This design comes from an exercise in tuning for small area, a short achievable clock period and few clock cycles per item on the open sky130 flow, not from production work.
In this exercise RTL edits were held to simulation tests only and were not proved equivalent to the original.
No activity file was given, so power comes from the tool's default toggle rates.

==> flow/design.v <==
package spq_pkg;
  localparam int unsigned DEPTH      = 16;
  localparam int unsigned DATA_WIDTH = 32;
  localparam int unsigned PRIO_WIDTH = 16;
  localparam int unsigned CNT_W      = $clog2(DEPTH + 1);
  localparam int unsigned CMD_W      = 2;
  localparam int unsigned PAYLOAD_W  = 32;
  localparam int unsigned PRIO_IN_W  = 16;
  localparam int unsigned DOUT_W     = 32;
  localparam int unsigned COUNT_W    = 5;
  localparam int unsigned STATUS_W   = 2;
  localparam logic [CMD_W-1:0] CMD_INSERT = 2'd0;
  localparam logic [CMD_W-1:0] CMD_REMOVE = 2'd1;
  localparam logic [CMD_W-1:0] CMD_PEEK   = 2'd2;
  localparam logic [STATUS_W-1:0] ST_OK    = 2'd0;
  localparam logic [STATUS_W-1:0] ST_FULL  = 2'd1;
  localparam logic [STATUS_W-1:0] ST_EMPTY = 2'd2;
  typedef struct packed {
    logic        [DATA_WIDTH-1:0] payload;
    logic signed [PRIO_WIDTH-1:0] prio;
  } entry_t;
  typedef struct packed {
    logic insert;
    logic remove;
  } cell_ctrl_t;
endpackage
module spq_cell (
  input  logic                clk_i,
  input  logic                we_i,
  input  spq_pkg::entry_t     new_entry_i,
  output logic [spq_pkg::DATA_WIDTH-1:0] payload_o,
  output logic                le_o
);
  localparam int unsigned W = spq_pkg::PRIO_WIDTH;
  spq_pkg::entry_t entry_q;
  logic [W-1:0]    a, b;
  assign a = {~entry_q.prio[W-1], entry_q.prio[W-2:0]};
  assign b = {~new_entry_i.prio[W-1], new_entry_i.prio[W-2:0]};
  logic [W-1:0]   g0, p0;
  logic [W/2-1:0] g1, p1;
  logic [W/4-1:0] g2, p2;
  logic [W/8-1:0] g3, p3;
  assign g0 = b & ~a;
  assign p0 = b | ~a;
  for (genvar k = 0; k < W/2; k++) begin : g_l1
    assign g1[k] = g0[2*k+1] | (p0[2*k+1] & g0[2*k]);
    assign p1[k] = g0[2*k+1] | (p0[2*k+1] & p0[2*k]);
  end
  for (genvar k = 0; k < W/4; k++) begin : g_l2
    assign g2[k] = g1[2*k+1] | (p1[2*k+1] & g1[2*k]);
    assign p2[k] = g1[2*k+1] | (p1[2*k+1] & p1[2*k]);
  end
  for (genvar k = 0; k < W/8; k++) begin : g_l3
    assign g3[k] = g2[2*k+1] | (p2[2*k+1] & g2[2*k]);
    assign p3[k] = g2[2*k+1] | (p2[2*k+1] & p2[2*k]);
  end
  assign le_o = g3[1] | (p3[1] & p3[0]);
  always_ff @(posedge clk_i) begin
    if (we_i) entry_q <= new_entry_i;
  end
  assign payload_o = entry_q.payload;
endmodule
module sorted_priority_queue (
  input  logic                                clk_i,
  input  logic                                rst_ni,
  input  logic                                start,
  output logic                                busy,
  input  logic [spq_pkg::CMD_W-1:0]           cmd_i,
  input  logic [spq_pkg::PAYLOAD_W-1:0]       payload_i,
  input  logic signed [spq_pkg::PRIO_IN_W-1:0] priority_req_i,
  output logic                                done_o,
  output logic [spq_pkg::DOUT_W-1:0]          data_out_o,
  output logic [spq_pkg::COUNT_W-1:0]         count_o,
  output logic [spq_pkg::STATUS_W-1:0]        status_o
);
  localparam int unsigned Depth = spq_pkg::DEPTH;
  localparam int unsigned CntW  = spq_pkg::CNT_W;
  localparam int unsigned IdxW  = $clog2(Depth);
  logic                           accept;
  logic                           full, empty;
  logic                           ins1, rem1, rd1;
  spq_pkg::entry_t                new_entry;
  logic [spq_pkg::DATA_WIDTH-1:0] slot_pay [Depth];
  logic [Depth-1:0]               slot_le;
  logic [Depth-1:0]               slot_we;
  logic [CntW-1:0]                count_q, count_d;
  logic                           full_q, empty_q;
  logic [spq_pkg::STATUS_W-1:0]   status_d;
  logic                           done2_q;
  logic                           ins2_q, rem2_q, rd2_q;
  logic [Depth-1:0]               le_q;
  logic [spq_pkg::STATUS_W-1:0]   status2_q;
  logic [IdxW-1:0]                order_q [Depth];
  logic [IdxW-1:0]                order_d [Depth];
  logic [Depth-1:0]               ahead;
  logic [Depth-1:0]               front_q, front_d;
  logic [Depth-1:0]               last_dec, second_dec;
  logic [spq_pkg::DATA_WIDTH-1:0] front_pay;
  logic                           done_q;
  logic [spq_pkg::DOUT_W-1:0]     data_q;
  logic [spq_pkg::STATUS_W-1:0]   status_q;
  logic [CntW-1:0]                count_out_q;
  assign busy   = 1'b0;
  assign accept = start && !busy;
  assign full   = full_q;
  assign empty  = empty_q;
  assign new_entry.payload = spq_pkg::DATA_WIDTH'(payload_i);
  assign new_entry.prio    = spq_pkg::PRIO_WIDTH'(priority_req_i);
  always_comb begin
    ins1     = 1'b0;
    rem1     = 1'b0;
    rd1      = 1'b0;
    count_d  = count_q;
    status_d = spq_pkg::ST_OK;
    if (accept) begin
      unique case (cmd_i)
        spq_pkg::CMD_INSERT: begin
          if (full) begin
            status_d = spq_pkg::ST_FULL;
          end else begin
            ins1    = 1'b1;
            count_d = count_q + 1'b1;
          end
        end
        spq_pkg::CMD_REMOVE, spq_pkg::CMD_PEEK: begin
          if (empty) begin
            status_d = spq_pkg::ST_EMPTY;
          end else begin
            rd1 = 1'b1;
            if (cmd_i == spq_pkg::CMD_REMOVE) begin
              rem1    = 1'b1;
              count_d = count_q - 1'b1;
            end
          end
        end
        default: begin
        end
      endcase
    end
  end
  for (genvar j = 0; j < Depth; j++) begin : g_slot
    logic at_last, at_next, at_front;
    assign at_last  = (order_q[Depth-1] == IdxW'(j));
    assign at_next  = (order_q[Depth-2] == IdxW'(j));
    assign at_front = front_q[j];
    assign slot_we[j] = !full && ((ins2_q && at_next) || (rem2_q && at_front) ||
                                  (!ins2_q && !rem2_q && at_last));
    spq_cell u_cell (
      .clk_i       (clk_i),
      .we_i        (slot_we[j]),
      .new_entry_i (new_entry),
      .payload_o   (slot_pay[j]),
      .le_o        (slot_le[j])
    );
  end
  always_ff @(posedge clk_i or negedge rst_ni) begin
    if (!rst_ni) begin
      count_q  <= '0;
      full_q   <= 1'b0;
      empty_q  <= 1'b1;
      done2_q  <= 1'b0;
      ins2_q   <= 1'b0;
      rem2_q   <= 1'b0;
      rd2_q    <= 1'b0;
    end else begin
      count_q  <= count_d;
      full_q   <= (count_d == CntW'(Depth));
      empty_q  <= (count_d == '0);
      done2_q  <= accept;
      ins2_q   <= ins1;
      rem2_q   <= rem1;
      rd2_q    <= rd1;
    end
  end
  always_ff @(posedge clk_i) begin
    le_q      <= slot_le;
    status2_q <= status_d;
  end
  for (genvar i = 0; i < Depth; i++) begin : g_pos
    if (i == 0) begin : g_front
      assign ahead[i] = |(le_q & front_q) && (count_out_q != '0);
    end else begin : g_other
      assign ahead[i] = le_q[order_q[i]] && (count_out_q > CntW'(i));
    end
    logic prev_ahead;
    if (i == 0) begin : g_first
      assign prev_ahead = 1'b1;
    end else begin : g_rest
      assign prev_ahead = ahead[i-1];
    end
    always_comb begin
      order_d[i] = order_q[i];
      if (ins2_q) begin
        if (!ahead[i]) begin
          if (prev_ahead) begin
            order_d[i] = order_q[Depth-1];
          end else begin
            order_d[i] = order_q[(i+Depth-1) % Depth];
          end
        end
      end else if (rem2_q) begin
        order_d[i] = order_q[(i+1) % Depth];
      end
    end
    always_ff @(posedge clk_i) begin
      if (!rst_ni) begin
        order_q[i] <= IdxW'(i);
      end else begin
        order_q[i] <= order_d[i];
      end
    end
  end
  for (genvar j = 0; j < Depth; j++) begin : g_dec
    assign last_dec[j]   = (order_q[Depth-1] == IdxW'(j));
    assign second_dec[j] = (order_q[1] == IdxW'(j));
  end
  always_comb begin
    front_d = front_q;
    if (ins2_q) begin
      if (!ahead[0]) front_d = last_dec;
    end else if (rem2_q) begin
      front_d = second_dec;
    end
  end
  always_ff @(posedge clk_i) begin
    if (!rst_ni) begin
      front_q <= Depth'(1);
    end else begin
      front_q <= front_d;
    end
  end
  always_comb begin
    front_pay = '0;
    for (int j = 0; j < Depth; j++) begin
      front_pay = front_pay | (slot_pay[j] & {spq_pkg::DATA_WIDTH{front_q[j]}});
    end
  end
  always_ff @(posedge clk_i or negedge rst_ni) begin
    if (!rst_ni) begin
      done_q <= 1'b0;
    end else begin
      done_q <= done2_q;
    end
  end
  always_ff @(posedge clk_i) begin
    data_q      <= rd2_q ? spq_pkg::DOUT_W'(front_pay) : '0;
    status_q    <= status2_q;
    count_out_q <= count_q;
  end
  assign done_o     = done_q;
  assign data_out_o = data_q;
  assign status_o   = status_q;
  assign count_o    = spq_pkg::COUNT_W'(count_out_q);
endmodule
==> flow/flow/run.sh <==
#!/bin/bash
# Layout flow: the standard flow (standard synthesis unchanged), with the
# port buffers made of plain buf_4 cells instead of the delay cells that
# buffer_ports picks by default. Every input and output port still gets its
# buffer; nothing else changes.
set -uo pipefail
export BUFFER_PORTS_ARGS="-buffer_cell sky130_fd_sc_hd__buf_4"
bash standard.sh finish > standard_flow.log 2>&1
status=$?
tail -n 20 standard_flow.log
exit $status
==> flow/standard.sh <==
#!/bin/bash
# synth_recipe.tcl (not shown) runs the flow's synth.tcl, then flattens the netlist and writes it again
# the make line also repeats each setting of config.mk as NAME=value (left out here)
make -C /OpenROAD-flow-scripts/flow DESIGN_CONFIG=/design/flow/config.mk WORK_HOME=/design/flow/orfs CLKGATE_MAP_FILE= SYNTH_SCRIPT=/design/flow/synth_recipe.tcl "${@:-finish}"
==> flow/config.mk <==
export PLATFORM = sky130hd
export DESIGN_NAME = sorted_priority_queue
export DESIGN_NICKNAME = sorted_priority_queue
export VERILOG_FILES = /design/flow/design.v
export SDC_FILE = /design/flow/constraint.sdc
export NUM_CORES = 4
export LEC_CHECK = 0
export ABC_CLOCK_PERIOD_IN_PS = 2000
export CAP_MARGIN = 20
export CORE_MARGIN = 2
export CORE_UTILIZATION = 40
export CTS_CLUSTER_DIAMETER = 80
export CTS_CLUSTER_SIZE = 25
export SETUP_SLACK_MARGIN = 2.9
export SLEW_MARGIN = 20
export TNS_END_PERCENT = 25
==> flow/constraint.sdc <==
create_clock -name core_clock -period 5.0 [get_ports {clk_i}]
set_input_delay 1.0000 -clock core_clock [delete_from_list [all_inputs] [get_ports {clk_i}]]
set_output_delay 1.0000 -clock core_clock [all_outputs]
set_load 0.01 [all_outputs]
==> metrics.log, run 1 <==
[metrics] Clock transition at path regs: approximately 0.090 ns
[metrics] global-route wire length before repair: 179000 µm
[metrics] type of element capturing the critical path: flip-flop
[metrics] Synth async-reset ratio: around 1.3%
[metrics] Synth-to-Final Area Change: 19.4%
[metrics] DRC errors left: 0
[metrics] initial antenna violation count: 2
[metrics] Max Clock Skew: approximately 0.038 ns
[metrics] Hold Worst Slack: 0.337 ns
[metrics] global routing usage on met3: around 3.3%
[metrics] total power density per cell area: slightly below 400 nW/µm²
[metrics] First DRT Iteration DRCs: about 3600
[metrics] number of placed I/O pins: 94
[metrics] via count: approximately 28000
[metrics] Max Cap Viol: 0
[metrics] IR drop worst, VDD: 270 µV
[metrics] routed via count divided by cell count: a little over 6
[metrics] Slew @ Worst Pin: roughly 0.76 ns
[metrics] unrepaired setup endpoints after global routing: true
[metrics] setup slack after layout: approximately 2.7 ns
[metrics] global placement routability congestion: about 0.85
[metrics] GR Layer Usage met2: a little under two fifths
[metrics] nets: around 3200
[metrics] outcome: no timing/DRC/antenna violations
[metrics] HPWL after detailed placement: between 60000 and 70000 µm
[metrics] category of the worst setup path launch point: flip-flop
[metrics] total of warnings raised by yosys: 7
[metrics] maximum level of the CTS H-tree: 2
[metrics] initial core utilization: 40.2%
[metrics] detail-routed net length per standard cell: around 28 µm
[metrics] number of detailed-route iterations in the first pass: 6
[metrics] met1 global-route usage: 31.7%
[metrics] worst setup path class: reg2reg
[metrics] sequential fraction of the synthesis area: 65.0%
[metrics] cell area after synthesis: 40100 µm²
[metrics] global-route total usage across every layer: between 20% and 30%
[metrics] DIE WIDTH: about 320 µm
[metrics] ratio of cells with drive above 1 in the final layout: roughly a quarter
[metrics] Core Footprint: between 90000 and 100000 µm²
[metrics] most common flop cell mapped by yosys: sky130_fd_sc_hd__edfxtp_1
[metrics] Tcrit/Tclk final: 45.0%
[metrics] number of flip-flops and latches in the synthesized netlist: about 920
[metrics] TritonCTS buffer count: 49
[metrics] via count of the first global-routing pass: ~27000
[metrics] number of nets produced by synthesis: 2999
[metrics] biggest fanout along the worst timing path: 24
[metrics] GRT busiest layer: met2
[metrics] path class of the lowest-slack min-delay path: reg2reg
[metrics] vertical die dimension: between 300 and 400 µm
[metrics] fill cell instance count of the final layout: 8517
[metrics] row cnt: ~120
[metrics] required time of the critical path: ~5.3 ns
[metrics] Slew HR: about 50%
[metrics] buffer levels on the longest clock path: 3
[metrics] Post-DRT Antenna Nets: 0
[metrics] cells after synthesis: just under 3000
[metrics] setup-violating endpoint count in the final report: 0
[metrics] area enclosed by the die boundary: between 100000 and 150000 µm²
[metrics] final wirelength: around 130000 µm
[metrics] TritonCTS clock tree: yes
[metrics] Worst EP arrival: roughly 2.6 ns
[metrics] maximum number of pins on one net before global-route repair: between 70 and 80
[metrics] number of library cell types mapped by synthesis: about 100
[metrics] number of I/O port buffers: 92
[metrics] pre-CTS setup slack: roughly 1.5 ns
[metrics] final hold violations: 0
[metrics] total clock sinks: between 900 and 1000
[metrics] number of enable flip-flop cells after synthesis: roughly 770
[metrics] Clock Tree Root: sky130_fd_sc_hd__clkbuf_16
[metrics] clock latency of the later-clocked register in the worst-skew pair: 0.69 ns
[metrics] Synth Area per Inst: roughly 14 µm²
[metrics] final slew viol count: 0
[metrics] Final min period: ~2.3 ns
[metrics] leakage power: 15.7 nW
[metrics] f_max: 444 MHz
[metrics] register-to-register setup slack: 2.75 ns
[metrics] remaining global-route overflow: 0
[metrics] setup total negative slack: 0 ns
[registers in the layout, summed over array words and instances (netlist names)]
signal	count
count_out_q	5
count_q	5
data_q	32
done2_q	1
done_q	1
empty_q	1
front_q	16
full_q	1
g_slot.u_cell.entry_q	768
ins2_q	1
le_q	16
order_q	64
rd2_q	1
rem2_q	1
status2_q	2
status_q	2
[synthesized netlist by cell type (7+ instances only)]
master                      instances  area [µm²]
sky130_fd_sc_hd__edfxtp_1         768       23100
sky130_fd_sc_hd__a22oi_1          195        1460
sky130_fd_sc_hd__clkbuf_1         154         578
sky130_fd_sc_hd__maj3_1           144        1440
sky130_fd_sc_hd__nand2_1          140         526
sky130_fd_sc_hd__dfxtp_1          137        2740
sky130_fd_sc_hd__nor2b_1          121         757
sky130_fd_sc_hd__nor2_1           110         413
sky130_fd_sc_hd__nand2b_1          89         557
sky130_fd_sc_hd__o21ai_0           89         445
sky130_fd_sc_hd__mux2i_1           81         811
sky130_fd_sc_hd__a221oi_1          70         613
sky130_fd_sc_hd__nand3_1           68         340
sky130_fd_sc_hd__a21oi_1           67         335
sky130_fd_sc_hd__inv_1             66         248
sky130_fd_sc_hd__a22o_1            49         429
sky130_fd_sc_hd__o21a_1            45         338
sky130_fd_sc_hd__buf_2             36         180
sky130_fd_sc_hd__nor3_1            35         175
sky130_fd_sc_hd__nand4_1           26         163
sky130_fd_sc_hd__o211ai_1          24         180
sky130_fd_sc_hd__mux2_2            22         248
sky130_fd_sc_hd__o22ai_1           22         138
sky130_fd_sc_hd__mux4_2            21         473
sky130_fd_sc_hd__o221ai_1          21         184
sky130_fd_sc_hd__buf_1             20        75.1
sky130_fd_sc_hd__a31oi_1           19         119
sky130_fd_sc_hd__a211oi_1          16         120
sky130_fd_sc_hd__mux4_1            15         394
sky130_fd_sc_hd__o221a_2           15         169
sky130_fd_sc_hd__and2_1            14        87.6
sky130_fd_sc_hd__a311oi_1          12         105
sky130_fd_sc_hd__a222oi_1          11         110
sky130_fd_sc_hd__dfrtp_1           11         275
sky130_fd_sc_hd__nor4_1            11        68.8
sky130_fd_sc_hd__a41oi_1           10        87.6
sky130_fd_sc_hd__o2bb2ai_1          9        78.8
sky130_fd_sc_hd__o31ai_1            9        67.6
sky130_fd_sc_hd__and3_1             8        50.1
sky130_fd_sc_hd__a21boi_0           7        52.6
sky130_fd_sc_hd__a32oi_1            7        61.3
[logic make-up (layout without fill, tap and decap cells)]
family | Yosys count | in the layout | share of synthesized area [%]
other | 1 | 3 | 0.00934
multiplexers | 141 | 141 | 4.85
buffers and inverters | 295 | 518 | 3.01
flip-flops | 917 | 917 | 65.0
adder cells (fa/ha/maj) | 151 | 151 | 3.80
XOR/XNOR | 1 | 1 | 0.0218
AND/OR/NAND/NOR | 656 | 656 | 8.48
AO/OA/AOI/OAI | 779 | 781 | 14.8
[area by class of cell]
class                      instances  area, µm²  share of cell area, %
sequential                       917      26200                   54.7
timing repair inverter             6       45.0                 0.0940
clock inverter                    18        313                  0.653
tap                             1298       1620                   3.39
multi-input combinational       1731      14000                   29.3
antenna                            2       5.00                 0.0104
timing repair buffer             350       4010                   8.37
inverter                          72        335                  0.700
clock buffer                      72       1310                   2.74
[through the flow]
stage	std cells	total power, mW	utilization (%)	instance area (µm²)
5_1_grt	4464	19.7	48.0	47900
6_report	4466	19.1	48.0	47900
4_1_cts	4383	18.5	46.3	46300
3_3_place_gp	4173	13.2	42.5	42400
3_5_place_dp	4174	13.3	42.5	42400
2_1_floorplan	2941	11.9	-	40500
[what timing repair did]
item,in CTS,in global routing
hold buffers,0,0
resized for setup,218,237
endpoints found under the setup margin,904,786
buffers inserted,95,69
pin swaps,44,92
gates cloned,24,12
[power by group]
part	internal, mW	switching (mW)
Clock	1.96	2.67
Combinational	2.02	2.81
Sequential	9.10	0.489
Total	13.1	5.97
[layer usage]
metal,share of wire (%),up-vias
li1,-,12000
met4,3.4,4
met2,47,1378
met1,41,14200
met5,0.021,-
met3,8.7,258
[cells in the final DEF (no fill, tap or decap), drive strengths merged, types with 36 or more instances in the layout]
| master | instances |
|---|---|
| nand2b | 89 |
| nor2b | 121 |
| maj3 | 146 |
| buf | 338 |
| nor3 | 36 |
| a22o | 49 |
| dfxtp | 137 |
| o21ai | 95 |
| a21oi | 68 |
| nor2 | 112 |
| mux4 | 36 |
| a22oi | 195 |
| inv | 68 |
| edfxtp | 768 |
| nand3 | 69 |
| clkbuf | 79 |
| mux2i | 81 |
| a221oi | 71 |
| nand2 | 142 |
| o21a | 45 |
[worst paths after layout]
check	from	end	depth (start not counted)
min	status2_q[0]	status_q[0]	0
min reg2reg	status2_q[0]	status_q[0]	0
max reg2reg	ins2_q	g_slot[3].u_cell.entry_q[0]	6
max	ins2_q	g_slot[3].u_cell.entry_q[0]	6
min in group asynchronous	rst_ni	rd2_q	1
max in group asynchronous	rst_ni	ins2_q	1
[critical path: stages (launching register included)]
cell,delay [ns]
sky130_fd_sc_hd__dfrtp_4,0.53
sky130_fd_sc_hd__or2_4,0.34
sky130_fd_sc_hd__nor3_4,0.31
sky130_fd_sc_hd__a22oi_2,0.12
sky130_fd_sc_hd__a21oi_4,0.22
sky130_fd_sc_hd__buf_12,0.15
sky130_fd_sc_hd__buf_12,0.22
Testbench counts, summed over its fixed seeds: cycles 16,008, items 16,000.
==> run 2, diff against run 1 <==
--- a/flow/config.mk
+++ b/flow/config.mk
@@ -7,3 +7,3 @@
 export LEC_CHECK = 0
-export ABC_CLOCK_PERIOD_IN_PS = 2000
+export ABC_AREA = 1
 export CAP_MARGIN = 20
==> run 2 against run 1 <==
  * Utilization is 1.9 points lower
  * Register-to-register slack better by 0.05 ns
  * Still clean on timing, DRC and antenna
  * Sequential power is 5.1% lower
  * Cell count is 24% higher
  * Synthesized cell count is 36% higher
==> metrics.log, run 2 <==
[metrics] outcome: no timing/DRC/antenna violations
[metrics] Max Cap Viol: 0 (unchanged)
[metrics] Hold Worst Slack: 0.202 ns (-0.135 ns)
[metrics] total of warnings raised by yosys: 7 (unchanged)
[metrics] area share of xor/xnor cells in the synthesized design: 0% (-0.022 points)
[metrics] vertical die dimension: 322 µm (+0.49%)
[metrics] number of detailed-route iterations in the first pass: 6 (unchanged)
[metrics] number of enable flip-flop cells after synthesis: 768 (unchanged)
[metrics] final wirelength: 123000 µm (-2.2%)
[metrics] number of placed I/O pins: 94 (unchanged)
[metrics] crit path cell chain: buf_4
[metrics] commonest cells after routing, fill and taps aside: sky130_fd_sc_hd__nand2_1, sky130_fd_sc_hd__edfxtp_1, sky130_fd_sc_hd__inv_1
[metrics] global-route total usage across every layer: 22.8% (-0.33 points)
[metrics] Post-DRT Antenna Nets: 0 (unchanged)
[metrics] leading post-synthesis cells by cell area: sky130_fd_sc_hd__edfxtp_1, sky130_fd_sc_hd__nand2_1, sky130_fd_sc_hd__dfxtp_1
[metrics] Synth Area per Inst: 10.1 µm² (-26%)
[metrics] setup slack after layout: 2.79 ns (+0.0432 ns)
[metrics] pre-CTS setup slack: 1.64 ns (+0.190 ns)
[metrics] largest delay contributor family on the critical path: flip-flops
[metrics] Tcrit/Tclk final: 44.2% (-0.86 points)
[metrics] maximum level of the CTS H-tree: 2 (unchanged)
[metrics] Critical-path top delay cell: sky130_fd_sc_hd__dfxtp_2
[metrics] final hold violations: 0 (unchanged)
[metrics] Worst EP arrival: 1.21 ns (-1.38 ns)
[metrics] remaining global-route overflow: 0 (unchanged)
[metrics] routed via count divided by cell count: 5.57 (-11%)
[metrics] detail-routed net length per standard cell: 22.2 µm (-21%)
[metrics] Finished Core Util: 46.1% (-1.9 points)
[metrics] category of the worst setup path launch point: flip-flop
[metrics] global placement routability congestion: 0.965 (+13%)
[metrics] cell with the most instances after synthesis: sky130_fd_sc_hd__nand2_1
[metrics] Synth Area in Adders: 0.154% (-3.6 points)
[metrics] total power density per cell area: 356 nW/µm² (-10%)
[metrics] total clock sinks: 917 (unchanged)
[metrics] ratio of cells with drive above 1 in the final layout: 12.7% (-11 points)
[metrics] row cnt: 116 (unchanged)
[metrics] area fraction in and, or, nand and nor cells after synthesis: 18.7% (+10 points)
[metrics] final slew viol count: 0 (unchanged)
[metrics] Final min period: 2.21 ns (-0.0432 ns)
[metrics] Synth async-reset ratio: 1.31% (unchanged)
[metrics] area share of the largest cell type after synthesis: 56.9% (-0.57 points)
[metrics] DIE WIDTH: 322 µm (+0.49%)
[metrics] f_max: 453 MHz (+2.0%)
[metrics] count of buffering cells on the critical path with inverters included: 1 (-1)
[metrics] setup total negative slack: 0 ns (unchanged)
[metrics] DRC errors left: 0 (unchanged)
[metrics] combinational family with the most area after synthesis: simple AND/OR/NAND/NOR gates
[metrics] hold-fix buffers at CTS: 0 (unchanged)
[metrics] nets: 4194 (+32%)
[metrics] cell area after synthesis: 40500 µm² (+0.99%)
[metrics] First DRT Iteration DRCs: 3495 (-1.8%)
[metrics] Core Footprint: 100000 µm² (+0.44%)
[metrics] Max stage delay on crit path: 0.42 ns (-0.11 ns)
[metrics] sequential fraction of the synthesis area: 64.4% (-0.64 points)
[metrics] Clock Tree Root: sky130_fd_sc_hd__clkbuf_16
[metrics] maximum number of pins on one net before global-route repair: 57 (-26%)
[metrics] via count of the first global-routing pass: 28300 (+5.6%)
[metrics] buffer levels on the longest clock path: 3 (unchanged)
[metrics] biggest fanout along the worst timing path: 6 (-75%)
[metrics] Max Clock Skew: 0.0497 ns (+0.0113 ns)
[metrics] worst setup path class: reg2out
[metrics] type of element capturing the critical path: output port
[metrics] area enclosed by the die boundary: 104000 µm² (+0.98%)
[metrics] number of nets produced by synthesis: 4057 (+35%)
[metrics] most common flop cell mapped by yosys: sky130_fd_sc_hd__edfxtp_1
[metrics] Synth-to-Final Area Change: 13.9%
[metrics] initial core utilization: 40.4% (+0.22 points)
[metrics] most common cell after layout, fill and taps aside: sky130_fd_sc_hd__nand2_1
[metrics] top flop regs: g_slot.u_cell.entry_q: 768 flops, order_q: 64 flops, data_q: 32 flops
[metrics] largest area contributor in the netlist: sky130_fd_sc_hd__edfxtp_1
[metrics] clock latency of the later-clocked register in the worst-skew pair: 0.69 ns (about the same)
[metrics] largest reg by FF count: g_slot.u_cell.entry_q
[metrics] leakage power: 17.9 nW (+14%)
[metrics] number of I/O port buffers: 92 (unchanged)
[metrics] path class of the lowest-slack min-delay path: in2async
[metrics] mux contribution to synthesized area: 0% (-4.9 points)
[metrics] fill cell instance count of the final layout: 9187 (+7.9%)
[metrics] initial antenna violation count: 3 (+1)
[metrics] setup-violating endpoint count in the final report: 0 (unchanged)
[metrics] total power consumption of the routed design: 16.5 mW (-14%)
[metrics] Slew @ Worst Pin: 1.09 ns (+0.329 ns)
[metrics] global-route wire length before repair: 178000 µm (-0.34%)
[metrics] compound-cell area share of the yosys netlist: 11.6% (-3.2 points)
[metrics] required time of the critical path: 4.00 ns (-1.33 ns)
[metrics] Clock transition at path regs: 0.10 ns (about the same)
[metrics] Slew HR: 27.5% (-22 points)
[metrics] most used standard cells in the synthesized netlist: sky130_fd_sc_hd__nand2_1, sky130_fd_sc_hd__edfxtp_1, sky130_fd_sc_hd__inv_1, sky130_fd_sc_hd__nand3_1, sky130_fd_sc_hd__o21ai_0
[metrics] HPWL after detailed placement: 66200 µm (+6.7%)
[metrics] cells after synthesis: 3999 (+36%)
[metrics] TritonCTS clock tree: yes
[metrics] unrepaired setup endpoints after global routing: true
[metrics] via count: 30800 (+11%)
[metrics] number of flip-flops in the largest register: 768 (unchanged)
[metrics] number of flip-flops and latches in the synthesized netlist: 917 (unchanged)
[metrics] TritonCTS buffer count: 49 (unchanged)
[metrics] IR drop worst, VDD: 269 µV (-0.49%)
[metrics] number of library cell types mapped by synthesis: 47 (-53%)
run 2: cell count changes in the layout (fill, tap and decap cells not counted), moves of 86 or more:
cell / previous run / this run
sky130_fd_sc_hd__a22oi_1: 182 / 6
sky130_fd_sc_hd__inv_1: 55 / 259
sky130_fd_sc_hd__maj3_1: 136 / 0
sky130_fd_sc_hd__nand2_1: 135 / 1315
sky130_fd_sc_hd__nand2b_1: 86 / 0
sky130_fd_sc_hd__nand3_1: 67 / 248
sky130_fd_sc_hd__nor2_1: 92 / 187
sky130_fd_sc_hd__nor2b_1: 117 / 0
sky130_fd_sc_hd__o21ai_0: 74 / 224
run 2: final cells by class:
| type | instances | area [µm²] | area share (%) |
|---|---|---|---|
| sequential | 917 | 26200 | 56.7 |
| multi-input combinational | 2584 | 12600 | 27.3 |
| timing repair buffer | 261 | 2670 | 5.78 |
| tap | 1357 | 1700 | 3.68 |
| clock buffer | 72 | 1330 | 2.88 |
| inverter | 308 | 1270 | 2.76 |
| clock inverter | 19 | 313 | 0.677 |
| timing repair inverter | 15 | 110 | 0.238 |
| antenna | 1 | 2.50 | 0.00542 |
run 2: metal layers:
layer,track usage (%),share of wire (%)
met3,3.03,8.9
met5,0,0.0089
met1,31.8,42
met2,36.7,46
met4,7.50,3.0
run 2: logic make-up (layout without fill, tap and decap cells):
family	Yosys count	count (layout)
AND/OR/NAND/NOR	1849	1851
flip-flops	917	917
AO/OA/AOI/OAI	725	727
buffers and inverters	502	675
adder cells (fa/ha/maj)	5	5
other	1	2
run 2: path summary, 6_finish.rpt:
path,from,to,slack (ns),cells past startpoint
worst max register to register,ins2_q,g_slot[9].u_cell.entry_q[37],2.80,6
worst min-delay path,rst_ni,count_q[1],0.20,1
max in group asynchronous,rst_ni,full_q,3.84,2
worst min register to register,status2_q[0],status_q[0],0.34,0
worst max-delay path,count_out_q[1],count_o[1],2.79,1
min in group core_clock,status2_q[0],status_q[0],0.34,0
run 2: power by group:
group	switching, mW	internal (mW)	leakage [nW]
Sequential	0.318	8.79	8.25
Clock	2.64	2.03	0.779
Combinational	1.84	0.845	8.84
Total	4.80	11.7	17.9
run 2: per-stage QoR:
| stage | instances | cell area [µm²] |
|---|---|---|
| 6_report | 5534 | 46200 |
| 5_1_grt | 5534 | 46200 |
| 4_1_cts | 5459 | 45000 |
| 3_5_place_dp | 5316 | 42700 |
| 3_3_place_gp | 5316 | 42700 |
| 2_1_floorplan | 3999 | 40700 |
run 2: repair_timing:
item                                    4_1_cts  5_1_grt
cloned                                       10       18
resized for setup                            62      141
setup buffers                                42       55
pin swaps                                     6        6
endpoints found under the setup margin      907      840
==> run 3, diff against run 2 <==
--- a/flow/config.mk
+++ b/flow/config.mk
@@ -13,3 +13,3 @@
 export CTS_CLUSTER_SIZE = 25
-export SETUP_SLACK_MARGIN = 2.9
+export SETUP_SLACK_MARGIN = 2.8
 export SLEW_MARGIN = 20
==> run 3 against run 2 <==
  * Clock power shrank 1%
  * Utilization shrank 0.96 points
  * Maximum frequency shrank 1.9%
  * Combinational power shrank 5%
==> metrics.log, run 3 <==
[metrics] crit path cell chain: buf_4
[metrics] setup-violating endpoint count in the final report: 0 (unchanged)
[metrics] outcome: no timing/DRC/antenna violations
[metrics] ratio of cells with drive above 1 in the final layout: 10.7% (-1.9 points)
[metrics] cell with the most instances after synthesis: sky130_fd_sc_hd__nand2_1
[metrics] TritonCTS buffer count: 48 (-2.0%)
[metrics] area fraction in and, or, nand and nor cells after synthesis: 18.7% (unchanged)
[metrics] worst min-delay path startpoint: status2_q[0]
[metrics] global-route total usage across every layer: 22.3% (-0.45 points)
[metrics] Post-DRT Antenna Nets: 0 (unchanged)
[metrics] Synth-to-Final Area Change: 11.6%
[metrics] HPWL after detailed placement: 65400 µm (-1.2%)
[metrics] top flop regs: g_slot.u_cell.entry_q: 768 flops, order_q: 64 flops, data_q: 32 flops
[metrics] setup total negative slack: 0 ns (unchanged)
[metrics] cells after synthesis: 3999 (unchanged)
[metrics] initial antenna violation count: 5 (+2)
[metrics] buffer levels on the longest clock path: 3 (unchanged)
[metrics] via count of the first global-routing pass: 27700 (-2.1%)
[metrics] IR drop worst, VDD: 351 µV (+30%)
[metrics] total power density per cell area: 360 nW/µm² (+0.95%)
[metrics] final wirelength: 121000 µm (-2.0%)
[metrics] maximum level of the CTS H-tree: 2 (unchanged)
[metrics] Clock transition at path regs: 0.09 ns (about the same)
[metrics] global-route wire length before repair: 175000 µm (-1.9%)
[metrics] nets: 4118 (-1.8%)
[metrics] total clock sinks: 917 (unchanged)
[metrics] Tcrit/Tclk final: 45.0% (+0.85 points)
[metrics] Max stage delay on crit path: 0.43 ns (about the same)
[metrics] clock latency of the later-clocked register in the worst-skew pair: 0.70 ns (about the same)
[metrics] Slew @ Worst Pin: 0.968 ns (-0.120 ns)
[metrics] category of the worst setup path launch point: flip-flop
[metrics] DIE WIDTH: 322 µm (unchanged)
[metrics] number of placed I/O pins: 94 (unchanged)
[metrics] number of I/O port buffers: 92 (unchanged)
[metrics] detail-routed net length per standard cell: 22.1 µm (-0.69%)
[metrics] worst setup path class: reg2out
[metrics] final slew viol count: 0 (unchanged)
[metrics] Max Cap Viol: 0 (unchanged)
[metrics] hold-fix buffers at CTS: 0 (unchanged)
[metrics] First DRT Iteration DRCs: 3235 (-7.4%)
[metrics] TritonCTS clock tree: yes
[metrics] f_max: 444 MHz (-1.9%)
[metrics] initial core utilization: 40.4% (unchanged)
[metrics] number of detailed-route iterations in the first pass: 7 (+1)
[metrics] Synth Area per Inst: 10.1 µm² (unchanged)
[metrics] largest area contributor in the netlist: sky130_fd_sc_hd__edfxtp_1
[metrics] type of element capturing the critical path: output port
[metrics] area share of xor/xnor cells in the synthesized design: 0% (unchanged)
[metrics] area share of the largest cell type after synthesis: 56.9% (unchanged)
[metrics] area of the multi-input gates: 12500 µm² (-0.54%)
[metrics] via count: 30300 (-1.6%)
[metrics] maximum number of pins on one net before global-route repair: 80 (+40%)
[metrics] global placement routability congestion: 0.923 (-4.4%)
[metrics] Synth Area in Adders: 0.154% (unchanged)
[metrics] Core Footprint: 100000 µm² (unchanged)
[metrics] unrepaired setup endpoints after global routing: true
[metrics] Max Clock Skew: 0.0483 ns (-0.00140 ns)
[metrics] Final min period: 2.25 ns (+0.0423 ns)
[metrics] cell area after synthesis: 40500 µm² (unchanged)
[metrics] Sequential cell area: 26200 µm² (about the same)
[metrics] largest delay contributor family on the critical path: flip-flops
[metrics] sequential fraction of the synthesis area: 64.4% (unchanged)
[metrics] leading post-synthesis cells by cell area: sky130_fd_sc_hd__edfxtp_1, sky130_fd_sc_hd__nand2_1, sky130_fd_sc_hd__dfxtp_1
[metrics] path depth of the worst reg2reg path: 4 (-2)
[metrics] biggest fanout along the worst timing path: 4 (-2)
[metrics] DRC errors left: 0 (unchanged)
[metrics] post-layout instance count excluding filler cells: 5459 (-1.4%)
[metrics] register-to-register setup slack: 2.75 ns (-0.05 ns)
[metrics] number of enable flip-flop cells after synthesis: 768 (unchanged)
[metrics] Synth async-reset ratio: 1.31% (unchanged)
[metrics] compound-cell area share of the yosys netlist: 11.6% (unchanged)
[metrics] commonest cells after routing, fill and taps aside: sky130_fd_sc_hd__nand2_1, sky130_fd_sc_hd__edfxtp_1, sky130_fd_sc_hd__inv_1
[metrics] number of nets produced by synthesis: 4057 (unchanged)
[metrics] number of flip-flops in the largest register: 768 (unchanged)
[metrics] final hold violations: 0 (unchanged)
[metrics] routed via count divided by cell count: 5.55 (-0.25%)
[metrics] path class of the lowest-slack min-delay path: reg2reg
[metrics] Worst EP arrival: 1.25 ns (+0.04 ns)
[metrics] mux contribution to synthesized area: 0% (unchanged)
[metrics] hold-critical path depth: 0
[metrics] count of buffering cells on the critical path with inverters included: 1 (unchanged)
[metrics] largest reg by FF count: g_slot.u_cell.entry_q
[metrics] area enclosed by the die boundary: 104000 µm² (unchanged)
[metrics] Slew HR: 35.3% (+7.8 points)
[metrics] number of flip-flops and latches in the synthesized netlist: 917 (unchanged)
[metrics] most used standard cells in the synthesized netlist: sky130_fd_sc_hd__nand2_1, sky130_fd_sc_hd__edfxtp_1, sky130_fd_sc_hd__inv_1, sky130_fd_sc_hd__nand3_1, sky130_fd_sc_hd__o21ai_0
[metrics] Placed Cells: 5310 (-0.11%)
[metrics] Finished Core Util: 45.1% (-0.96 points)
[metrics] worst reg2reg startpoint: front_q[6]
[metrics] end of the worst register-to-register path: g_slot[6].u_cell.entry_q[3]
[metrics] most common cell after layout, fill and taps aside: sky130_fd_sc_hd__nand2_1
[metrics] required time of the critical path: 4.00 ns (about the same)
[metrics] vertical die dimension: 322 µm (unchanged)
[metrics] Critical-path top delay cell: sky130_fd_sc_hd__dfxtp_1
[metrics] leakage power: 17.5 nW (-2.0%)
[metrics] endpoint with the worst hold slack: status_q[0]
[metrics] number of library cell types mapped by synthesis: 47 (unchanged)
[metrics] fill cell instance count of the final layout: 9183 (-0.044%)
[metrics] total of warnings raised by yosys: 7 (unchanged)
[metrics] row cnt: 116 (unchanged)
[metrics] Clock Tree Root: sky130_fd_sc_hd__clkbuf_16
[metrics] remaining global-route overflow: 0 (unchanged)
[metrics] most common flop cell mapped by yosys: sky130_fd_sc_hd__edfxtp_1
[metrics] combinational family with the most area after synthesis: simple AND/OR/NAND/NOR gates
run 3: layer usage:
metal / global-route usage (%) / share of wire, %
met5: 0 / 0.037
met4: 7.10 / 3.1
met3: 3.13 / 8.0
met2: 35.9 / 46
met1: 31.3 / 43
run 3: final cells by class:
cell class	count	area share, %
diodes	2	0.0111
clock buffers	72	2.88
clock inverters	18	0.633
inverters	308	2.97
multi-input cells	2581	27.7
flip-flops and latches	917	57.8
well taps	1357	3.75
repair buffers	189	3.93
repair inverters	15	0.263
run 3: repair_timing:
action	CTS	global route
endpoints found under the hold margin	0	0
resized for setup	85	67
setup endpoints to repair	876	631
setup buffers	19	15
pin swaps	3	5
gates cloned	7	15
run 3: where the power goes:
part           internal, mW  switching, mW
Combinational         0.768           1.78
Sequential             8.79          0.324
Clock                  1.97           2.63
run 3: through the flow:
step                instance area, µm²  setup WS [ns]  hold WS, ns  power, mW
floorplan                        40700           2.50        0.310       10.7
global placement                 42600           1.69        0.311       11.6
detailed placement               42600           1.67        0.313       11.6
CTS                              44700           2.70        0.335       16.3
global route                     45200           2.68        0.338       16.9
finish                           45200           2.75        0.334       16.3
run 3: logic make-up after synthesis:
kind of cell	Yosys count
AO/OA/AOI/OAI	725
adder cells (fa/ha/maj)	5
buffers and inverters	502
flip-flops	917
other	1
AND/OR/NAND/NOR	1849
run 3: worst max-delay path by stage:
stage / from / to / slack, ns / cells after the start
floorplan: rem2_q / g_slot[2].u_cell.entry_q[0] / 2.50 / 7
global placement: ins2_q / g_slot[15].u_cell.entry_q[11] / 1.69 / 6
detailed placement: ins2_q / g_slot[15].u_cell.entry_q[9] / 1.67 / 6
CTS: count_out_q[3] / count_o[3] / 2.70 / 1
global route: le_q[3] / order_q[6][0] / 2.68 / 12
finish: count_out_q[3] / count_o[3] / 2.75 / 1
run 3: worst register-to-register path, stage by stage, from the launching register on:
cell	delay [ns]
sky130_fd_sc_hd__dfxtp_2	0.55
sky130_fd_sc_hd__buf_4	0.50
sky130_fd_sc_hd__nand2_1	0.18
sky130_fd_sc_hd__a31oi_4	0.24
sky130_fd_sc_hd__buf_12	0.32
==> run 4, diff against run 3 <==
--- a/flow/config.mk
+++ b/flow/config.mk
@@ -7,3 +7,3 @@
 export LEC_CHECK = 0
-export ABC_AREA = 1
+export ABC_CLOCK_PERIOD_IN_PS = 3000
 export CAP_MARGIN = 20
==> run 4 against run 3 <==
  * Flip-flop and latch count is the same
  * Cell count is 20% lower
  * Utilization grew 1.1 points
  * Critical endpoint unchanged
  * Maximum frequency shrank 3.4%
  * Critical path type unchanged
  * Synthesized cell count is 26% lower
  * Global-route usage shrank 0.39 points
==> metrics.log, run 4 <==
[metrics] remaining global-route overflow: 0 (unchanged)
[metrics] Synth-to-Final Area Change: 14.8%
[metrics] TritonCTS clock tree: yes
[metrics] Post-DRT Antenna Nets: 0 (unchanged)
[metrics] area share of the largest cell type after synthesis: 57.4% (+0.57 points)
[metrics] register-to-register setup slack: 2.72 ns (-0.03 ns)
[metrics] Tcrit/Tclk final: 46.6% (+1.6 points)
[metrics] total clock sinks: 917 (unchanged)
[metrics] worst setup path class: reg2out
[metrics] clock latency of the later-clocked register in the worst-skew pair: 0.68 ns (-0.02 ns)
[metrics] setup slack after layout: 2.67 ns (-0.0782 ns)
[metrics] f_max: 429 MHz (-3.4%)
[metrics] biggest fanout along the worst timing path: 12 (+8)
[metrics] Clock Tree Root: sky130_fd_sc_hd__clkbuf_16
[metrics] via count: 26900 (-11%)
[metrics] Synth Area in Adders: 3.80% (+3.6 points)
[metrics] vertical die dimension: 321 µm (-0.49%)
[metrics] Synth async-reset ratio: 1.31% (unchanged)
[metrics] sequential fraction of the synthesis area: 65.0% (+0.64 points)
[metrics] largest reg by FF count: g_slot.u_cell.entry_q
[metrics] area enclosed by the die boundary: 103000 µm² (-0.97%)
[metrics] top flop regs: g_slot.u_cell.entry_q: 768 flops, order_q: 64 flops, data_q: 32 flops
[metrics] number of placed I/O pins: 94 (unchanged)
[metrics] Final min period: 2.33 ns (+0.0782 ns)
[metrics] TritonCTS buffer count: 49 (+2.1%)
[metrics] global-route wire length before repair: 171000 µm (-2.0%)
[metrics] initial antenna violation count: 2 (-3)
[metrics] number of detailed-route iterations in the first pass: 6 (-1)
[metrics] IR drop worst, VDD: 268 µV (-24%)
[metrics] number of enable flip-flop cells after synthesis: 768 (unchanged)
[metrics] type of element capturing the critical path: output port
[metrics] cells after synthesis: 2941 (-26%)
[metrics] final slew viol count: 0 (unchanged)
[metrics] HPWL after detailed placement: 62000 µm (-5.1%)
[metrics] number of I/O port buffers: 92 (unchanged)
[metrics] total power density per cell area: 399 nW/µm² (+11%)
[metrics] pre-CTS setup slack: 1.45 ns (-0.216 ns)
[metrics] Finished Core Util: 46.2% (+1.1 points)
[metrics] setup total negative slack: 0 ns (unchanged)
[metrics] Clock transition at path regs: 0.09 ns (about the same)
[metrics] Routed met2 length: 56700 µm (+1.8%)
[metrics] most used standard cells in the synthesized netlist: sky130_fd_sc_hd__edfxtp_1, sky130_fd_sc_hd__a22oi_1, sky130_fd_sc_hd__clkbuf_1, sky130_fd_sc_hd__maj3_1, sky130_fd_sc_hd__nand2_1
[metrics] Met3 Routed Length: 8340 µm (-14%)
[metrics] number of flip-flops in the largest register: 768 (unchanged)
[metrics] First DRT Iteration DRCs: 3225 (-0.31%)
[metrics] hold-fix buffers at CTS: 0 (unchanged)
[metrics] maximum number of pins on one net before global-route repair: 77 (-3.8%)
[metrics] combinational family with the most area after synthesis: compound AO/OA/AOI/OAI gates
[metrics] top layer used by detailed routing: met5
[metrics] total of warnings raised by yosys: 7 (unchanged)
[metrics] required time of the critical path: 4.00 ns (about the same)
[metrics] fill cell instance count of the final layout: 8775 (-4.4%)
[metrics] number of nets produced by synthesis: 2999 (-26%)
[metrics] area share of xor/xnor cells in the synthesized design: 0.0218% (+0.022 points)
[metrics] Slew @ Worst Pin: 0.764 ns (-0.204 ns)
[metrics] buffer levels on the longest clock path: 3 (unchanged)
[metrics] number of library cell types mapped by synthesis: 101 (+110%)
[metrics] Hold Worst Slack: 0.337 ns (+0.00330 ns)
[metrics] leakage power: 14.9 nW (-15%)
[metrics] Synth Area per Inst: 13.7 µm² (+35%)
[metrics] ratio of cells with drive above 1 in the final layout: 19.1% (+8.4 points)
[metrics] Core Footprint: 99900 µm² (-0.43%)
[metrics] Slew HR: 49.1% (+14 points)
[metrics] met1 routed wirelength after detailed routing: 50300 µm (-2.1%)
[metrics] compound-cell area share of the yosys netlist: 14.8% (+3.2 points)
[metrics] area fraction in and, or, nand and nor cells after synthesis: 8.48% (-10 points)
[metrics] category of the worst setup path launch point: flip-flop
[metrics] nets: 3085 (-25%)
[metrics] routed via count divided by cell count: 6.16 (+11%)
[metrics] outcome: no timing/DRC/antenna violations
[metrics] final hold violations: 0 (unchanged)
[metrics] leading post-synthesis cells by cell area: sky130_fd_sc_hd__edfxtp_1, sky130_fd_sc_hd__dfxtp_1, sky130_fd_sc_hd__a22oi_1
[metrics] most common flop cell mapped by yosys: sky130_fd_sc_hd__edfxtp_1
[metrics] detail-routed net length per standard cell: 27.2 µm (+23%)
[metrics] DIE WIDTH: 321 µm (-0.49%)
[metrics] largest area contributor in the netlist: sky130_fd_sc_hd__edfxtp_1
[metrics] cell area after synthesis: 40100 µm² (-0.98%)
[metrics] number of flip-flops and latches in the synthesized netlist: 917 (unchanged)
[metrics] row cnt: 116 (unchanged)
[metrics] setup-violating endpoint count in the final report: 0 (unchanged)
[metrics] unrepaired setup endpoints after global routing: true
[metrics] cell with the most instances after synthesis: sky130_fd_sc_hd__edfxtp_1
[metrics] final wirelength: 119000 µm (-1.5%)
[metrics] commonest cells after routing, fill and taps aside: sky130_fd_sc_hd__edfxtp_1, sky130_fd_sc_hd__a22oi_1, sky130_fd_sc_hd__buf_4
[metrics] Max Cap Viol: 0 (unchanged)
[metrics] global-route total usage across every layer: 21.9% (-0.39 points)
[metrics] via count of the first global-routing pass: 26100 (-5.7%)
[metrics] path class of the lowest-slack min-delay path: reg2reg
[metrics] global placement routability congestion: 0.853 (-7.5%)
[metrics] mux contribution to synthesized area: 4.85% (+4.9 points)
[metrics] total power consumption of the routed design: 18.4 mW (+13%)
[metrics] maximum level of the CTS H-tree: 2 (unchanged)
[metrics] Max Clock Skew: 0.0371 ns (-0.0112 ns)
[metrics] initial core utilization: 40.2% (-0.22 points)
[metrics] DRC errors left: 0 (unchanged)
[metrics] Worst EP arrival: 1.33 ns (+0.08 ns)
[metrics] most common cell after layout, fill and taps aside: sky130_fd_sc_hd__edfxtp_1
==> run 4: changes by cell type in the layout (fill, tap and decap cells not counted), sizes merged, moves of 146 or more <==
cell,before,now
nand2,1351,142
inv,292,69
o21ai,251,95
maj3,0,146
a22oi,6,195
nand3,259,69
==> run 4: cells by family after synthesis <==
group,Yosys count
and+or+nand+nor,656
xor gates and xnor gates,1
buffers and inverters,295
adders and majority gates,151
AOI/OAI and AO/OA,779
DFF,917
other,1
muxes,141
==> run 4: critical path, stage by stage (launching register included) <==
cell	delay, ns
sky130_fd_sc_hd__dfxtp_1	0.33
sky130_fd_sc_hd__buf_6	0.19
sky130_fd_sc_hd__buf_4	0.15
==> run 4: report_power, final <==
part	internal, mW	switching, mW	total [mW]
logic	1.65	2.53	4.18
clock network	1.96	2.66	4.62
registers	9.10	0.503	9.60
total	12.7	5.69	18.4
==> run 4: layer usage <==
| metal | GRT usage (%) | vias up |
|---|---|---|
| met1 | 30.4 | 13800 |
| met2 | 36.1 | 1162 |
| met3 | 2.93 | 200 |
| met4 | 6.28 | 4 |
| li1 | - | 11700 |
| met5 | 0 | - |
==> run 4: stage by stage <==
stage,std cells,area (µm²)
6_report,4365,46100
3_3_place_gp,4173,42400
5_1_grt,4364,46100
4_1_cts,4305,44900
2_1_floorplan,2941,40500
3_5_place_dp,4174,42400
==> run 4: path summary, 6_finish.rpt <==
| kind | from | to | cells after the start |
|---|---|---|---|
| max in group asynchronous | rst_ni | ins2_q | 1 |
| min in group asynchronous | rst_ni | rd2_q | 1 |
| worst max register to register | rem2_q | g_slot[4].u_cell.entry_q[37] | 6 |
| worst min register to register | status2_q[0] | status_q[0] | 0 |
| worst min-delay path | status2_q[0] | status_q[0] | 0 |
| worst max-delay path | count_out_q[3] | count_o[3] | 2 |
==> run 4: cell type report <==
class	instances	area [µm²]	area share (%)
timing repair buffer	250	2620	5.69
clock inverter	18	313	0.678
tap	1298	1620	3.52
sequential	917	26200	56.8
inverter	72	323	0.700
clock buffer	72	1310	2.85
timing repair inverter	6	42.5	0.0923
antenna	1	2.50	0.00543
multi-input combinational	1731	13700	29.6
==> run 4: timing repair <==
action | 4_1_cts | 5_1_grt
cloned | 8 | 10
pin swaps | 18 | 40
setup buffers | 33 | 49
resized for setup | 92 | 177
endpoints found under the setup margin | 874 | 681
==> run 5, diff against run 4 <==
--- a/flow/config.mk
+++ b/flow/config.mk
@@ -7,3 +7,3 @@
 export LEC_CHECK = 0
-export ABC_CLOCK_PERIOD_IN_PS = 3000
+export ABC_AREA = 1
 export CAP_MARGIN = 20
@@ -15,2 +15,2 @@
 export SLEW_MARGIN = 20
-export TNS_END_PERCENT = 25
+export TNS_END_PERCENT = 50
==> run 5 against run 4 <==
  * Routed wire length grew 0.41%
  * Die area increased by 0.98%
  * Largest power group unchanged
  * Clock skew grew 0.0060 ns
  * Via count is 12% higher
  * Critical path depth up 2
  * Sequential power shrank 4.3%
  * Synthesized cell count increased by 36%
  * Largest cell class unchanged
==> metrics.log, run 5 <==
[metrics] post-layout instance count excluding filler cells: 5469 (+25%)
[metrics] DIE WIDTH: 322 µm (+0.49%)
[metrics] TritonCTS clock tree: yes
[metrics] leakage power: 17.6 nW (+18%)
[metrics] ratio of cells with drive above 1 in the final layout: 11.3% (-7.8 points)
[metrics] mux contribution to synthesized area: 0% (-4.9 points)
[metrics] Final min period: 2.28 ns (-0.0470 ns)
[metrics] combinational family with the most area after synthesis: simple AND/OR/NAND/NOR gates
[metrics] path class of the lowest-slack min-delay path: reg2reg
[metrics] Max Clock Skew: 0.0431 ns (+0.00597 ns)
[metrics] initial antenna violation count: 6 (+4)
[metrics] number of I/O port buffers: 92 (unchanged)
[metrics] TritonCTS buffer count: 51 (+4.1%)
[metrics] critical path's most frequent cell: sky130_fd_sc_hd__buf_4
[metrics] number of library cell types mapped by synthesis: 47 (-53%)
[metrics] area fraction in and, or, nand and nor cells after synthesis: 18.7% (+10 points)
[metrics] Max stage delay on crit path: 0.63 ns (+0.30 ns)
[metrics] IR drop worst, VDD: 295 µV (+10%)
[metrics] f_max: 438 MHz (+2.1%)
[metrics] sequential fraction of the synthesis area: 64.4% (-0.64 points)
[metrics] largest area contributor in the netlist: sky130_fd_sc_hd__edfxtp_1
[metrics] global-route wire length before repair: 173000 µm (+1.2%)
[metrics] Post-DRT Antenna Nets: 0 (unchanged)
[metrics] Synth Area in Adders: 0.154% (-3.6 points)
[metrics] nets: 4125 (+34%)
[metrics] via count: 30200 (+12%)
[metrics] total clock sinks: 917 (unchanged)
[metrics] top flop regs: g_slot.u_cell.entry_q: 768 flops, order_q: 64 flops, data_q: 32 flops
[metrics] required time of the critical path: 5.31 ns (+1.31 ns)
[metrics] Finished Core Util: 45.4% (-0.73 points)
[metrics] worst setup path class: reg2reg
[metrics] area share of the largest cell type after synthesis: 56.9% (-0.57 points)
[metrics] number of nets produced by synthesis: 4057 (+35%)
[metrics] cell with the most instances after synthesis: sky130_fd_sc_hd__nand2_1
[metrics] detail-routed net length per standard cell: 21.8 µm (-20%)
[metrics] area of the multi-input gates: 12600 µm² (-7.9%)
[metrics] Sequential cell area: 26200 µm² (about the same)
[metrics] unrepaired setup endpoints after global routing: true
[metrics] most used standard cells in the synthesized netlist: sky130_fd_sc_hd__nand2_1, sky130_fd_sc_hd__edfxtp_1, sky130_fd_sc_hd__inv_1, sky130_fd_sc_hd__nand3_1, sky130_fd_sc_hd__o21ai_0
[metrics] DRC errors left: 0 (unchanged)
[metrics] via count of the first global-routing pass: 27800 (+6.2%)
[metrics] post-route cell area: 45600 µm² (-1.2%)
[metrics] crit path cell chain: buf_4, nand2_1, a31oi_4, buf_4
[metrics] final hold violations: 0 (unchanged)
[metrics] category of the worst setup path launch point: flip-flop
[metrics] number of enable flip-flop cells after synthesis: 768 (unchanged)
[metrics] setup total negative slack: 0 ns (unchanged)
[metrics] Critical-path top delay cell: sky130_fd_sc_hd__dfxtp_4
[metrics] biggest fanout along the worst timing path: 27 (+15)
[metrics] Synth-to-Final Area Change: 12.4%
[metrics] Slew HR: 32.4% (-17 points)
[metrics] outcome: no timing/DRC/antenna violations
[metrics] Max Cap Viol: 0 (unchanged)
[metrics] final wirelength: 119000 µm (+0.41%)
[metrics] Core Footprint: 100000 µm² (+0.44%)
[metrics] cells after synthesis: 3999 (+36%)
[metrics] HPWL after detailed placement: 65400 µm (+5.5%)
[metrics] cell area after synthesis: 40500 µm² (+0.99%)
[metrics] setup-violating endpoint count in the final report: 0 (unchanged)
[metrics] number of flip-flops and latches in the synthesized netlist: 917 (unchanged)
[metrics] total of warnings raised by yosys: 7 (unchanged)
[metrics] number of placed I/O pins: 94 (unchanged)
[metrics] Placed Cells: 5300 (+27%)
[metrics] most common cell after layout, fill and taps aside: sky130_fd_sc_hd__nand2_1
[metrics] type of element capturing the critical path: flip-flop
[metrics] global-route total usage across every layer: 22.0% (+0.076 points)
[metrics] global placement routability congestion: 0.896 (+5.0%)
[metrics] area share of xor/xnor cells in the synthesized design: 0% (-0.022 points)
[metrics] maximum number of pins on one net before global-route repair: 80 (+3.9%)
[metrics] Hold Worst Slack: 0.334 ns (-0.00265 ns)
[metrics] hold-fix buffers at CTS: 0 (unchanged)
[metrics] number of flip-flops in the largest register: 768 (unchanged)
[metrics] area enclosed by the die boundary: 104000 µm² (+0.98%)
[metrics] routed via count divided by cell count: 5.53 (-10%)
[metrics] register-to-register setup slack: 2.72 ns (about the same)
[metrics] Tcrit/Tclk final: 45.6% (-0.94 points)
[metrics] cell area reported after detailed placement: 42500 µm² (+0.22%)
[metrics] fill cell instance count of the final layout: 9233 (+5.2%)
[metrics] largest reg by FF count: g_slot.u_cell.entry_q
[metrics] Synth Area per Inst: 10.1 µm² (-26%)
[metrics] row cnt: 116 (unchanged)
[metrics] First DRT Iteration DRCs: 3320 (+2.9%)
[metrics] most common flop cell mapped by yosys: sky130_fd_sc_hd__edfxtp_1
[metrics] commonest cells after routing, fill and taps aside: sky130_fd_sc_hd__nand2_1, sky130_fd_sc_hd__edfxtp_1, sky130_fd_sc_hd__inv_1
[metrics] number of detailed-route iterations in the first pass: 5 (-1)
[metrics] maximum level of the CTS H-tree: 2 (unchanged)
[metrics] compound-cell area share of the yosys netlist: 11.6% (-3.2 points)
[metrics] leading post-synthesis cells by cell area: sky130_fd_sc_hd__edfxtp_1, sky130_fd_sc_hd__nand2_1, sky130_fd_sc_hd__dfxtp_1
[metrics] Clock transition at path regs: 0.10 ns (about the same)
[metrics] total power density per cell area: 363 nW/µm² (-9.1%)
[metrics] vertical die dimension: 322 µm (+0.49%)
[metrics] Worst EP arrival: 2.59 ns (+1.26 ns)
[metrics] Synth async-reset ratio: 1.31% (unchanged)
[metrics] Clock Tree Root: sky130_fd_sc_hd__clkbuf_16
[metrics] buffer levels on the longest clock path: 3 (unchanged)
[metrics] initial core utilization: 40.4% (+0.22 points)
[metrics] final slew viol count: 0 (unchanged)
[metrics] Slew @ Worst Pin: 1.01 ns (+0.250 ns)
[metrics] clock latency of the later-clocked register in the worst-skew pair: 0.70 ns (+0.02 ns)
[metrics] remaining global-route overflow: 0 (unchanged)
==> run 5: cell count changes after synthesis, sizes merged, moves of 89 or more <==
cell    previous run  this run
nand2b            89         0
inv               66       303
a22oi            195         6
nor2             112       203
o21ai             95       251
maj3             146         0
nand2            142      1350
nand3             69       259
nor2b            121         0
==> run 5: final timing paths <==
path | from | to | cells after the start
max in group asynchronous | rst_ni | ins2_q | 1
worst max register to register | front_q[10] | g_slot[10].u_cell.entry_q[3] | 4
worst min-delay path | status2_q[0] | status_q[0] | 0
worst min register to register | status2_q[0] | status_q[0] | 0
worst max-delay path | front_q[10] | g_slot[10].u_cell.entry_q[3] | 4
min in group asynchronous | rst_ni | count_q[4] | 1
==> run 5: cell type report <==
cell class	instances	share of cell area, %
inverter	308	2.96
tap	1357	3.73
timing repair buffer	195	4.12
clock buffer	74	3.01
clock inverter	22	0.865
sequential	917	57.5
antenna	2	0.0110
multi-input combinational	2581	27.6
timing repair inverter	13	0.217
==> run 5: critical path: cells and delay by family, from the launching register on <==
kind / cells / cell delay, ns
simple gates: 1 / 0.15
flops: 1 / 0.63
compound gates: 1 / 0.24
buf+inv: 2 / 0.84
==> run 5: cells by family (layout without fill, tap and decap cells) <==
kind of cell | count (synthesis) | in the layout
AO/OA/AOI/OAI | 725 | 726
buffers and inverters | 502 | 612
AND/OR/NAND/NOR | 1849 | 1849
other | 1 | 3
flip-flops | 917 | 917
adder cells (fa/ha/maj) | 5 | 5
==> run 5: power breakdown <==
part | internal [mW] | switching, mW
combinational | 0.778 | 1.68
clock | 2.12 | 2.76
sequential | 8.79 | 0.401
total | 11.7 | 4.85
==> run 5: metrics by stage <==
stage | worst slack [ns] | power (mW)
floorplan | 2.50 | 10.7
global placement | 1.78 | 11.6
detailed placement | 1.69 | 11.6
CTS | 2.53 | 16.5
global route | 2.67 | 17.2
finish | 2.72 | 16.5
==> run 5: timing repair <==
action / CTS / global route
pin swaps: 3 / 7
resized for setup: 38 / 147
setup buffers: 22 / 25
cloned: 3 / 20
endpoints found under the setup margin: 854 / 773
==> run 5: layer usage <==
metal | vias up | track usage, % | part of all wire [%]
met4 | 8 | 6.47 | 3.2
met1 | 14700 | 31.0 | 43
met5 | - | 0 | 0.039
li1 | 14100 | - | -
met3 | 196 | 3.53 | 7.6
met2 | 1176 | 35.0 | 46
==> run 6, diff against run 5 <==
--- a/flow/config.mk
+++ b/flow/config.mk
@@ -13,4 +13,4 @@
 export CTS_CLUSTER_SIZE = 25
-export SETUP_SLACK_MARGIN = 2.8
+export SETUP_SLACK_MARGIN = 3.0
 export SLEW_MARGIN = 20
-export TNS_END_PERCENT = 50
+export TNS_END_PERCENT = 25
==> run 6 against run 5 <==
  * Power is 0.17% lower
  * Critical path depth decreased by 3
  * Worst hold slack got worse by 0.0029 ns
  * Maximum frequency is 5.7% higher
  * Clock skew down 0.0042 ns
  * Setup slack improved by 0.12 ns
  * Register-to-register slack improved by 0.13 ns
  * Sequential share of layout area down 1.3 points
==> metrics.log, run 6 <==
[metrics] outcome: no timing/DRC/antenna violations
[metrics] detail-routed net length per standard cell: 22.4 µm (+2.8%)
[metrics] buffer levels on the longest clock path: 3 (unchanged)
[metrics] clock latency of the later-clocked register in the worst-skew pair: 0.68 ns (-0.02 ns)
[metrics] initial antenna violation count: 7 (+1)
[metrics] unrepaired setup endpoints after global routing: true
[metrics] post-layout instance count excluding filler cells: 5547 (+1.4%)
[metrics] TritonCTS clock tree: yes
[metrics] cell area reported after detailed placement: 42600 µm² (+0.23%)
[metrics] Finished Core Util: 46.6% (+1.1 points)
[metrics] type of element capturing the critical path: output port
[metrics] Slew @ Worst Pin: 1.09 ns (+0.0749 ns)
[metrics] Hold Worst Slack: 0.331 ns (-0.00294 ns)
[metrics] number of flip-flops and latches in the synthesized netlist: 917 (unchanged)
[metrics] path class of the lowest-slack min-delay path: in2async
[metrics] largest reg by FF count: g_slot.u_cell.entry_q
[metrics] vertical die dimension: 322 µm (unchanged)
[metrics] hold-fix buffers at CTS: 0 (unchanged)
[metrics] Placed Cells: 5310 (+0.19%)
[metrics] global-route total usage across every layer: 22.8% (+0.76 points)
[metrics] Max stage delay on crit path: 0.37 ns (-0.26 ns)
[metrics] Synth async-reset ratio: 1.31% (unchanged)
[metrics] setup-violating endpoint count in the final report: 0 (unchanged)
[metrics] Post-DRT Antenna Nets: 0 (unchanged)
[metrics] Slew HR: 27.4% (-5.0 points)
[metrics] f_max: 463 MHz (+5.7%)
[metrics] IR drop worst, VDD: 366 µV (+24%)
[metrics] setup total negative slack: 0 ns (unchanged)
[metrics] worst setup path class: reg2out
[metrics] pre-CTS setup slack: 1.73 ns (+0.0392 ns)
[metrics] crit path cell chain: buf_6
[metrics] remaining global-route overflow: 0 (unchanged)
[metrics] cells after synthesis: 3999 (unchanged)
[metrics] mux contribution to synthesized area: 0% (unchanged)
[metrics] largest area contributor in the netlist: sky130_fd_sc_hd__edfxtp_1
[metrics] number of enable flip-flop cells after synthesis: 768 (unchanged)
[metrics] routed via count divided by cell count: 5.58 (+0.90%)
[metrics] Critical-path top delay cell: sky130_fd_sc_hd__dfxtp_4
[metrics] Final min period: 2.16 ns (-0.124 ns)
[metrics] Synth Area in Adders: 0.154% (unchanged)
[metrics] TritonCTS buffer count: 49 (-3.9%)
[metrics] maximum level of the CTS H-tree: 2 (unchanged)
[metrics] ratio of cells with drive above 1 in the final layout: 13.6% (+2.3 points)
[metrics] setup slack after layout: 2.84 ns (+0.124 ns)
[metrics] required time of the critical path: 4.00 ns (-1.31 ns)
[metrics] most common flop cell mapped by yosys: sky130_fd_sc_hd__edfxtp_1
[metrics] category of the worst setup path launch point: flip-flop
[metrics] Clock Tree Root: sky130_fd_sc_hd__clkbuf_16
[metrics] number of library cell types mapped by synthesis: 47 (unchanged)
[metrics] total power consumption of the routed design: 16.5 mW (-0.17%)
[metrics] area enclosed by the die boundary: 104000 µm² (unchanged)
[metrics] count of buffering cells on the critical path with inverters included: 1 (-1)
[metrics] post-route cell area: 46700 µm² (+2.5%)
[metrics] top flop regs: g_slot.u_cell.entry_q: 768 flops, order_q: 64 flops, data_q: 32 flops
[metrics] biggest fanout along the worst timing path: 1 (-96%)
[metrics] most used standard cells in the synthesized netlist: sky130_fd_sc_hd__nand2_1, sky130_fd_sc_hd__edfxtp_1, sky130_fd_sc_hd__inv_1, sky130_fd_sc_hd__nand3_1, sky130_fd_sc_hd__o21ai_0
[metrics] final hold violations: 0 (unchanged)
[metrics] Clock transition at path regs: 0.10 ns (about the same)
[metrics] final slew viol count: 0 (unchanged)
[metrics] Tcrit/Tclk final: 43.2% (-2.5 points)
[metrics] sequential fraction of the synthesis area: 64.4% (unchanged)
[metrics] total of warnings raised by yosys: 7 (unchanged)
[metrics] nets: 4205 (+1.9%)
[metrics] global placement routability congestion: 0.912 (+1.8%)
[metrics] initial core utilization: 40.4% (unchanged)
[metrics] number of I/O port buffers: 92 (unchanged)
[metrics] commonest cells after routing, fill and taps aside: sky130_fd_sc_hd__nand2_1, sky130_fd_sc_hd__edfxtp_1, sky130_fd_sc_hd__inv_1
[metrics] final wirelength: 124000 µm (+4.3%)
[metrics] via count: 30900 (+2.3%)
[metrics] leakage power: 18.0 nW (+2.3%)
[metrics] combinational family with the most area after synthesis: simple AND/OR/NAND/NOR gates
[metrics] leading post-synthesis cells by cell area: sky130_fd_sc_hd__edfxtp_1, sky130_fd_sc_hd__nand2_1, sky130_fd_sc_hd__dfxtp_1
[metrics] number of flip-flops in the largest register: 768 (unchanged)
[metrics] DIE WIDTH: 322 µm (unchanged)
[metrics] global-route wire length before repair: 177000 µm (+2.2%)
[metrics] row cnt: 116 (unchanged)
[metrics] DRC errors left: 0 (unchanged)
[metrics] area fraction in and, or, nand and nor cells after synthesis: 18.7% (unchanged)
[metrics] largest delay contributor family on the critical path: flip-flops
[metrics] total clock sinks: 917 (unchanged)
[metrics] area share of xor/xnor cells in the synthesized design: 0% (unchanged)
[metrics] via count of the first global-routing pass: 28000 (+0.75%)
[metrics] Synth Area per Inst: 10.1 µm² (unchanged)
[metrics] Worst EP arrival: 1.16 ns (-1.43 ns)
[metrics] Max Cap Viol: 0 (unchanged)
[metrics] fill cell instance count of the final layout: 9125 (-1.2%)
[metrics] number of detailed-route iterations in the first pass: 6 (+1)
[metrics] Max Clock Skew: 0.0388 ns (-0.00422 ns)
[metrics] cell area after synthesis: 40500 µm² (unchanged)
[metrics] compound-cell area share of the yosys netlist: 11.6% (unchanged)
[metrics] most common cell after layout, fill and taps aside: sky130_fd_sc_hd__nand2_1
[metrics] total power density per cell area: 353 nW/µm² (-2.6%)
[metrics] Core Footprint: 100000 µm² (unchanged)
[metrics] cell with the most instances after synthesis: sky130_fd_sc_hd__nand2_1
[metrics] First DRT Iteration DRCs: 3624 (+9.2%)
[metrics] number of placed I/O pins: 94 (unchanged)
[metrics] number of nets produced by synthesis: 4057 (unchanged)
[metrics] HPWL after detailed placement: 65800 µm (+0.50%)
[metrics] maximum number of pins on one net before global-route repair: 80 (unchanged)
[metrics] area share of the largest cell type after synthesis: 56.9% (unchanged)
[metrics] Synth-to-Final Area Change: 15.2%
## run 6: path summary, 6_finish.rpt
| path | start | end | slack, ns | depth (start not counted) |
|---|---|---|---|---|
| setup reg to reg | ins2_q | g_slot[11].u_cell.entry_q[33] | 2.85 | 6 |
| setup / recovery | data_q[2] | data_out_o[2] | 2.84 | 1 |
| hold reg to reg | status2_q[0] | status_q[0] | 0.33 | 0 |
| min in group core_clock | status2_q[0] | status_q[0] | 0.33 | 0 |
| max in group asynchronous | rst_ni | full_q | 4.21 | 1 |
| hold / removal | rst_ni | count_q[3] | 0.33 | 1 |
## run 6: final cells by class
| cell class | count | area, µm² | share of cell area (%) |
|---|---|---|---|
| antenna | 2 | 5.00 | 0.0107 |
| clock buffer | 70 | 1320 | 2.82 |
| clock inverter | 22 | 279 | 0.598 |
| inverter | 308 | 1310 | 2.81 |
| multi-input combinational | 2583 | 12600 | 27.1 |
| sequential | 917 | 26200 | 56.2 |
| tap | 1357 | 1700 | 3.64 |
| timing repair buffer | 271 | 3100 | 6.63 |
| timing repair inverter | 17 | 124 | 0.265 |
## run 6: logic make-up (layout without fill, tap and decap cells)
| group | count (synthesis) | in the layout |
|---|---|---|
| simple gates | 1849 | 1852 |
| flops | 917 | 917 |
| compound gates | 725 | 725 |
| buf+inv | 502 | 688 |
| fa+ha+maj | 5 | 5 |
| other cells | 1 | 3 |
## run 6: routing by layer
| layer | routed length, µm | part of all wire (%) | global-route usage (%) |
|---|---|---|---|
| met5 | 38 | 0.031 | 0 |
| met1 | 52100 | 42 | 31.2 |
| met2 | 57100 | 46 | 36.7 |
| met3 | 10700 | 8.6 | 3.29 |
| met4 | 4460 | 3.6 | 8.39 |
## run 6: repair_timing
item,4_1_cts,5_1_grt
cloned,16,21
buffers inserted,41,65
endpoints found under the setup margin,913,762
pin swaps,5,6
gates resized for setup,129,169
## run 6: power breakdown
part	switching (mW)	internal, mW	leakage, nW
logic	1.87	0.921	9.02
clock network	2.66	1.96	0.759
registers	0.310	8.79	8.26
